Source: an optimization exercise on an open RTL-to-GDS flow (aim: small area and a short achievable clock period). Production flows keep margins and buffers that such runs may drop. RTL that was checked went through simulation tests only; none was proved equivalent to the original. No activity file was given, so power comes from the tool's default toggle rates.

## execute_top
module execute_top
(
    input  wire logic              i_clk,
    input  wire logic              i_rst,
    input  wire logic              i_flush,
    input  wire logic [DATA_W-1:0] i_pc,
    input  wire logic [DATA_W-1:0] i_rs_data,
    input  wire logic [DATA_W-1:0] i_rt_data,
    input  wire logic [DATA_W-1:0] i_imm,        
    input  wire logic [REG_W-1:0]  i_rt,
    input  wire logic [REG_W-1:0]  i_rd,
    input  wire logic [WB_W-1:0]   i_wb_ctrl,
    input  wire logic [MEM_W-1:0]  i_mem_ctrl,
    input  wire logic [5:0]        i_ex_ctrl,    
    output logic      [DATA_W-1:0] o_alu_result,
    output logic                   o_alu_zero,
    output logic      [DATA_W-1:0] o_write_data,
    output logic      [REG_W-1:0]  o_write_reg,
    output logic      [WB_W-1:0]   o_wb_ctrl,
    output logic      [MEM_W-1:0]  o_mem_ctrl,
    output logic      [DATA_W-1:0] o_pc_branch
);
==> flow/config.mk <==
export PLATFORM = sky130hd
export DESIGN_NAME = execute_top
export DESIGN_NICKNAME = execute_top
export VERILOG_FILES = /design/flow/design.v
export SDC_FILE = /design/flow/constraint.sdc
export NUM_CORES = 4
export LEC_CHECK = 0
export CAP_MARGIN = 20
export CORE_MARGIN = 2
export CORE_UTILIZATION = 40
export SETUP_SLACK_MARGIN = 4.0
export SLEW_MARGIN = 20
==> flow/constraint.sdc <==
create_clock -name core_clock -period 6.0 [get_ports {i_clk}]
set_input_delay 1.2000 -clock core_clock [delete_from_list [all_inputs] [get_ports {i_clk}]]
set_output_delay 1.2000 -clock core_clock [all_outputs]
set_load 0.01 [all_outputs]
run.sh (not shown) runs the stock make flow with config.mk's settings and CLKGATE_MAP_FILE= SYNTH_SCRIPT=/design/flow/synth_recipe.tcl, a recipe that flattens the netlist after the stock synthesis.
Change:
Settings changed: CORE_UTILIZATION 40 to 50, SETUP_SLACK_MARGIN 4.0 to 3.5.
What happened: Cell area drops by 11%; flip-flop and latch count is unchanged; count of clock-buffer cells in the layout drops by 5; first-iteration DRC count rises by 3.8%; power decreases by about 7.5%; wire length is lower by 9.9%; global-route usage rises by 3.5 points; setup slack gets better by 76 ps; fmax goes up by 2.7%; final cell count is lower by about 7%.
Change:
==> flow/flow/run.sh (new file) <==
#!/bin/bash
# The standard layout (the standard.sh: standard synthesis, floorplan,
# placement, CTS, routing), with one change: the buffers placed on the
# ports are the platform's smallest plain buffer, sky130_fd_sc_hd__buf_1,
# instead of the resizer's default pick (a 10 um2 delay buffer). Timing
# repair still upsizes any port buffer on a critical path.
set -euo pipefail
export BUFFER_PORTS_ARGS="-buffer_cell sky130_fd_sc_hd__buf_1"
bash standard.sh > standard.log 2>&1
==> flow/standard.sh (new file) <==
#!/bin/bash
# synth_recipe.tcl (not shown) runs the flow's synth.tcl, then flattens the netlist and writes it again
# the make line also repeats each setting of config.mk as NAME=value (left out here)
make -C /OpenROAD-flow-scripts/flow DESIGN_CONFIG=/design/flow/config.mk WORK_HOME=/design/flow/orfs CLKGATE_MAP_FILE= SYNTH_SCRIPT=/design/flow/synth_recipe.tcl "${@:-finish}"
Settings changed: CORE_UTILIZATION 50 to 40.
removed: flow/run.sh
Outcome: Via count goes down by 3.4%. Final cell count goes up by 2.7%. Final area goes down by 6.3%. Routed wire length goes down by 3.5%. Power goes up by 0.59%. Worst hold slack is worse by 16 ps.
No run of this note included a check of the RTL's function; only the layout flow was run.

* * *

Another version of the RTL of execute_top (not shown whole).
For scale: about 1600 cells after synthesis, ~260 flip-flops, ~260 I/O pins, roughly 14000 sq um of cells after synthesis.
clock: 6.0 ns
lec_check: 0
cap_margin: 20
core_margin: 2
core_utilization: 55
cts_cluster_diameter: 100
cts_cluster_size: 24
setup_slack_margin: 3.1
slew_margin: 20
standard.sh (not shown) runs the stock make flow with config.mk's settings and CLKGATE_MAP_FILE= SYNTH_SCRIPT=/design/flow/synth_recipe.tcl, a recipe that flattens the netlist after the stock synthesis.
==> flow/flow/run.sh <==
#!/bin/bash
# The standard layout (the standard.sh: standard synthesis, floorplan,
# placement, CTS, routing), with one change: the buffers placed on the
# ports are the platform's smallest plain buffer, sky130_fd_sc_hd__buf_1,
# instead of the resizer's default pick (a 10 um2 delay buffer). Timing
# repair still upsizes any port buffer on a critical path.
set -euo pipefail
export BUFFER_PORTS_ARGS="-buffer_cell sky130_fd_sc_hd__buf_1"
bash standard.sh > standard.log 2>&1
Next try:
Settings changed: CORE_UTILIZATION 55 to 40, SETUP_SLACK_MARGIN 3.1 to 3.2.
What happened:
- The new run went through all stages and came out clean
- cell count went up by about 7%
- utilization went down by 16 points
- worst setup slack gets better by 0.097 ns
- clock power went up by about 20%
Next try:
Settings changed: SETUP_SLACK_MARGIN 3.2 to 3.35.
Result: Sequential power stays flat. Synthesized area stays the same. Hold slack gains 0.027 ns. Utilization goes up by 2.0 points. Routed wire length rose by 5.4%. Non-clock buffer count went up by 47. Total power decreases by 0.74%. Final cell count rose by 2.2%.

* * *

execute_top, a different RTL version from the one above (not shown whole).
Size: about 1800 cells after synthesis, about 260 flip-flops, roughly 260 I/O pins, about 0.015 mm2 of cells after synthesis.
make LEC_CHECK=0 CAP_MARGIN=20 CORE_MARGIN=2 CORE_UTILIZATION=40 SETUP_SLACK_MARGIN=3.5 SLEW_MARGIN=20 finish   # period 6.0 ns
run.sh (not shown) runs the stock make flow with config.mk's settings and CLKGATE_MAP_FILE= SYNTH_SCRIPT=/design/flow/synth_recipe.tcl, a recipe that flattens the netlist after the stock synthesis.
Stock flow here: none of the scripts above is used.
Rerun with:
SETUP_SLACK_MARGIN = unset   (was 3.5)
The changed run finished clean.
Hold slack gains 0.0057 ns.
Worst setup slack is worse by 1.4 ns.
Clock skew fell by 0.010 ns.
Global-route usage decreases by 1.5 points.
Flip-flop and latch count stays the same.
Sequential share of layout area increases by 4.0 points.
Total power is lower by 2.7%.
Die area is unchanged.
Clock-buffer cell count increases by 3.
Final cell count went down by 6.1%.
No functional check of the RTL was part of any run of this note.

* * *

execute_top, a different RTL version from the one above (not shown whole).
Size: roughly 1700 cells after synthesis, about 260 flip-flops, roughly 15000 um^2 of cells after synthesis.
==> flow/config.mk <==
export PLATFORM = sky130hd
export DESIGN_NAME = execute_top
export DESIGN_NICKNAME = execute_top
export VERILOG_FILES = /design/flow/design.v
export SDC_FILE = /design/flow/constraint.sdc
export NUM_CORES = 4
export LEC_CHECK = 0
export CAP_MARGIN = 20
export CORE_MARGIN = 2
export CORE_UTILIZATION = 40
export SETUP_SLACK_MARGIN = 3.5
export SLEW_MARGIN = 20
==> flow/constraint.sdc <==
create_clock -name core_clock -period 6.0 [get_ports {i_clk}]
set_input_delay 1.2000 -clock core_clock [delete_from_list [all_inputs] [get_ports {i_clk}]]
set_output_delay 1.2000 -clock core_clock [all_outputs]
set_load 0.01 [all_outputs]
The starting point ran to the end with no violations.
Change:
--- a/flow/config.mk
+++ b/flow/config.mk
@@ -9,3 +9,3 @@
 export CORE_MARGIN = 2
-export CORE_UTILIZATION = 40
+export CORE_UTILIZATION = 65
 export SETUP_SLACK_MARGIN = 3.5
This time the run ended with an error in 5_1_grt with GRT-0116; area after synthesis is unchanged; synthesized cell count stays the same.

* * *

execute_top with an RTL version that a note above also has.
Size in the first run: roughly 1600 cells after synthesis, roughly 260 flip-flops, about 260 I/O pins, about 14000 um2 of cells after synthesis.
export LEC_CHECK = 0
export CAP_MARGIN = 20
export CORE_MARGIN = 2
export CORE_UTILIZATION = 55
export CTS_CLUSTER_DIAMETER = 100
export CTS_CLUSTER_SIZE = 24
export SETUP_SLACK_MARGIN = 3.2
export SLEW_MARGIN = 20
create_clock -name core_clock -period 6.0 [get_ports {i_clk}]
standard.sh (not shown) runs the stock make flow with config.mk's settings and CLKGATE_MAP_FILE= SYNTH_SCRIPT=/design/flow/synth_recipe.tcl, a recipe that flattens the netlist after the stock synthesis.
Scripts as last shown in full above: flow/flow/run.sh
Rerun with:
Settings changed: CORE_UTILIZATION 55 to 62.
Combinational power barely changes.
Register-to-register slack improves by 30 ps.
Wire length goes down by 1.3%.
Synthesized area is unchanged.

* * *

== tundra ==
execute_top, a different RTL version from the one above (not shown whole).
For scale: roughly 1500 cells after synthesis, about 260 I/O pins, roughly 14000 um^2 of cells after synthesis.
export LEC_CHECK = 0
export CAP_MARGIN = 20
export CORE_MARGIN = 2
export CORE_UTILIZATION = 40
export CTS_CLUSTER_DIAMETER = 100
export CTS_CLUSTER_SIZE = 24
export SETUP_SLACK_MARGIN = 3.5
export SLEW_MARGIN = 20
create_clock -name core_clock -period 6.0 [get_ports {i_clk}]
Scripts as last shown in full above: flow/flow/run.sh
diff inputs: tundra => lagoon
# tundra
export LEC_CHECK = 0
export CAP_MARGIN = 20
export CORE_MARGIN = 2
export CORE_UTILIZATION = 40
export CTS_CLUSTER_DIAMETER = 100
export CTS_CLUSTER_SIZE = 24
export SETUP_SLACK_MARGIN = 3.5
export SLEW_MARGIN = 20
create_clock -name core_clock -period 6.0 [get_ports {i_clk}]
# lagoon
export LEC_CHECK = 0
export CAP_MARGIN = 20
export CORE_MARGIN = 2
export CORE_UTILIZATION = 40
export CTS_CLUSTER_DIAMETER = 100
export CTS_CLUSTER_SIZE = 24
export SETUP_SLACK_MARGIN = 3.2
export SLEW_MARGIN = 20
create_clock -name core_clock -period 6.0 [get_ports {i_clk}]
--- outcome ---
- tundra -> lagoon: final standard cell area without fillers decreased by a little under 10%
- Taking tundra as the reference point, the power drawn by the clock network of lagoon rises by about 5%.
- The final reports for lagoon and tundra show final cell count lower in the former.
- Setup skew after layout: lagoon > tundra
- Highest cell delay on the worst timing path ends up lower on tundra.
- The part of the power in the clock network number comes out higher for lagoon vs tundra.
- Summary of lagoon over tundra: total wire length after detailed routing -3.7%, met1 track demand over resource went down 0.25 points, combinational share of power saw a decrease, post-placement worst setup slack went down by 0.096 ns.
#### Input delta (amber over lagoon)
# lagoon
export LEC_CHECK = 0
export CAP_MARGIN = 20
export CORE_MARGIN = 2
export CORE_UTILIZATION = 40
export CTS_CLUSTER_DIAMETER = 100
export CTS_CLUSTER_SIZE = 24
export SETUP_SLACK_MARGIN = 3.2
export SLEW_MARGIN = 20
create_clock -name core_clock -period 6.0 [get_ports {i_clk}]
# amber
export LEC_CHECK = 0
export CAP_MARGIN = 20
export CORE_MARGIN = 2
export CORE_UTILIZATION = 40
export CTS_CLUSTER_DIAMETER = 100
export CTS_CLUSTER_SIZE = 24
export SETUP_SLACK_MARGIN = 2.9
export SLEW_MARGIN = 20
create_clock -name core_clock -period 6.0 [get_ports {i_clk}]
Relative to lagoon, the cell count along the critical path of amber is lower by 1.
Lower routed length on met2 was reported by amber, not lagoon.
Compared with lagoon, in amber antenna diode instance count dropped 2, largest incremental delay on the critical path went up 0.31 ns, static power due to leakage shrank by 0.00026 uW.
Measured against each other, lagoon and amber differ in number of nets in the layout, the lower figure coming from amber.
Looking at post-route total power, amber sits 84 uW below lagoon.
Wire: amber routes less than lagoon
On post-layout worst setup margin, the higher figure sits with lagoon, not amber.
## Diff of input files: ember against amber
# amber
export LEC_CHECK = 0
export CAP_MARGIN = 20
export CORE_MARGIN = 2
export CORE_UTILIZATION = 40
export CTS_CLUSTER_DIAMETER = 100
export CTS_CLUSTER_SIZE = 24
export SETUP_SLACK_MARGIN = 2.9
export SLEW_MARGIN = 20
create_clock -name core_clock -period 6.0 [get_ports {i_clk}]
# ember
export LEC_CHECK = 0
export CAP_MARGIN = 20
export CORE_MARGIN = 2
export CORE_UTILIZATION = 40
export CTS_CLUSTER_DIAMETER = 100
export CTS_CLUSTER_SIZE = 24
export SETUP_SLACK_MARGIN = 3.2
export SLEW_MARGIN = 20
export TNS_END_PERCENT = 20
create_clock -name core_clock -period 6.0 [get_ports {i_clk}]
## What came out
Going from amber to ember, the final worst setup slack was found to have gone up by 0.16 ns.
End point of the critical path = u_id_ex_reg.o_p[17]: ember; end point of the critical path = u_id_ex_reg.o_p[16]: amber
| sequential share of layout area | ember vs amber | 1.2 points lower |
Summary: total design power, ember worse than amber

-- port drivers added, routing unchanged --
No port has a modelled driver above. Below, the same layouts with a new extraction and two added sets of constraints. Step 1 sets driving cells, clkbuf_16 on the clock port and buf_2 on the other inputs (assumed; they add their load-dependent delay and slew). Step 2 times the ports against the registers' clock, not the clock port: input delays grow and output delays shrink by t, the midpoint of the rising clock arrivals with the driver on. a / b / c = ideal / step 1 / step 2; a / b = the first two.
run | t, ns | setup slack, ns | hold WS [ns] | cell pins on the clock port's net
the first run of note 1 | 0.628 | 3.138 / 3.144 / 2.516 | 0.461 / 0.461 / 0.461 | 1
the second run of note 1 | 0.603 | 3.214 / 3.220 / 2.617 | 0.461 / 0.461 / 0.461 | 1
the third run of note 1 | 0.637 | 3.282 / 3.309 / 2.673 | 0.445 / 0.445 / 0.445 | 1
the first run of note 2 | 0.551 | 3.093 / 3.112 / 2.572 | 0.423 / 0.423 / 0.423 | 1
the second run of note 2 | 0.564 | 3.189 / 3.214 / 2.650 | 0.401 / 0.401 / 0.401 | 1
the third run of note 2 | 0.552 | 3.274 / 3.294 / 2.741 | 0.428 / 0.428 / 0.428 | 1
the first run of note 3 | 0.638 | 3.284 / 3.249 / 2.611 | 0.411 / 0.411 / 0.411 | 1
the second run of note 3 | 0.623 | 1.900 / 1.935 / 1.312 | 0.417 / 0.417 / 0.417 | 1
the first run of note 4 | 0.646 | 3.404 / 3.399 / 2.753 | 0.423 / 0.423 / 0.423 | 1
the first run of note 5 | 0.550 | 3.197 / 3.185 / 2.635 | 0.425 / 0.425 / 0.425 | 1
the second run of note 5 | 0.547 | 3.138 / 3.152 / 2.605 | 0.406 / 0.406 / 0.406 | 1
tundra | 0.555 | 3.308 / 3.311 / 2.756 | 0.421 / 0.421 / 0.421 | 1
lagoon | 0.564 | 3.123 / 3.156 / 2.593 | 0.421 / 0.421 / 0.421 | 1
amber | 0.558 | 2.939 / 2.970 / 2.411 | 0.401 / 0.401 / 0.401 | 1
ember | 0.557 | 3.100 / 3.133 / 2.576 | 0.414 / 0.414 / 0.414 | 1
After both steps setup and hold are still met in every run listed. For the first run of note 3, which loses most, drivers alone change the setup slack by -0.035 ns; drivers and shift together by -0.673 ns.
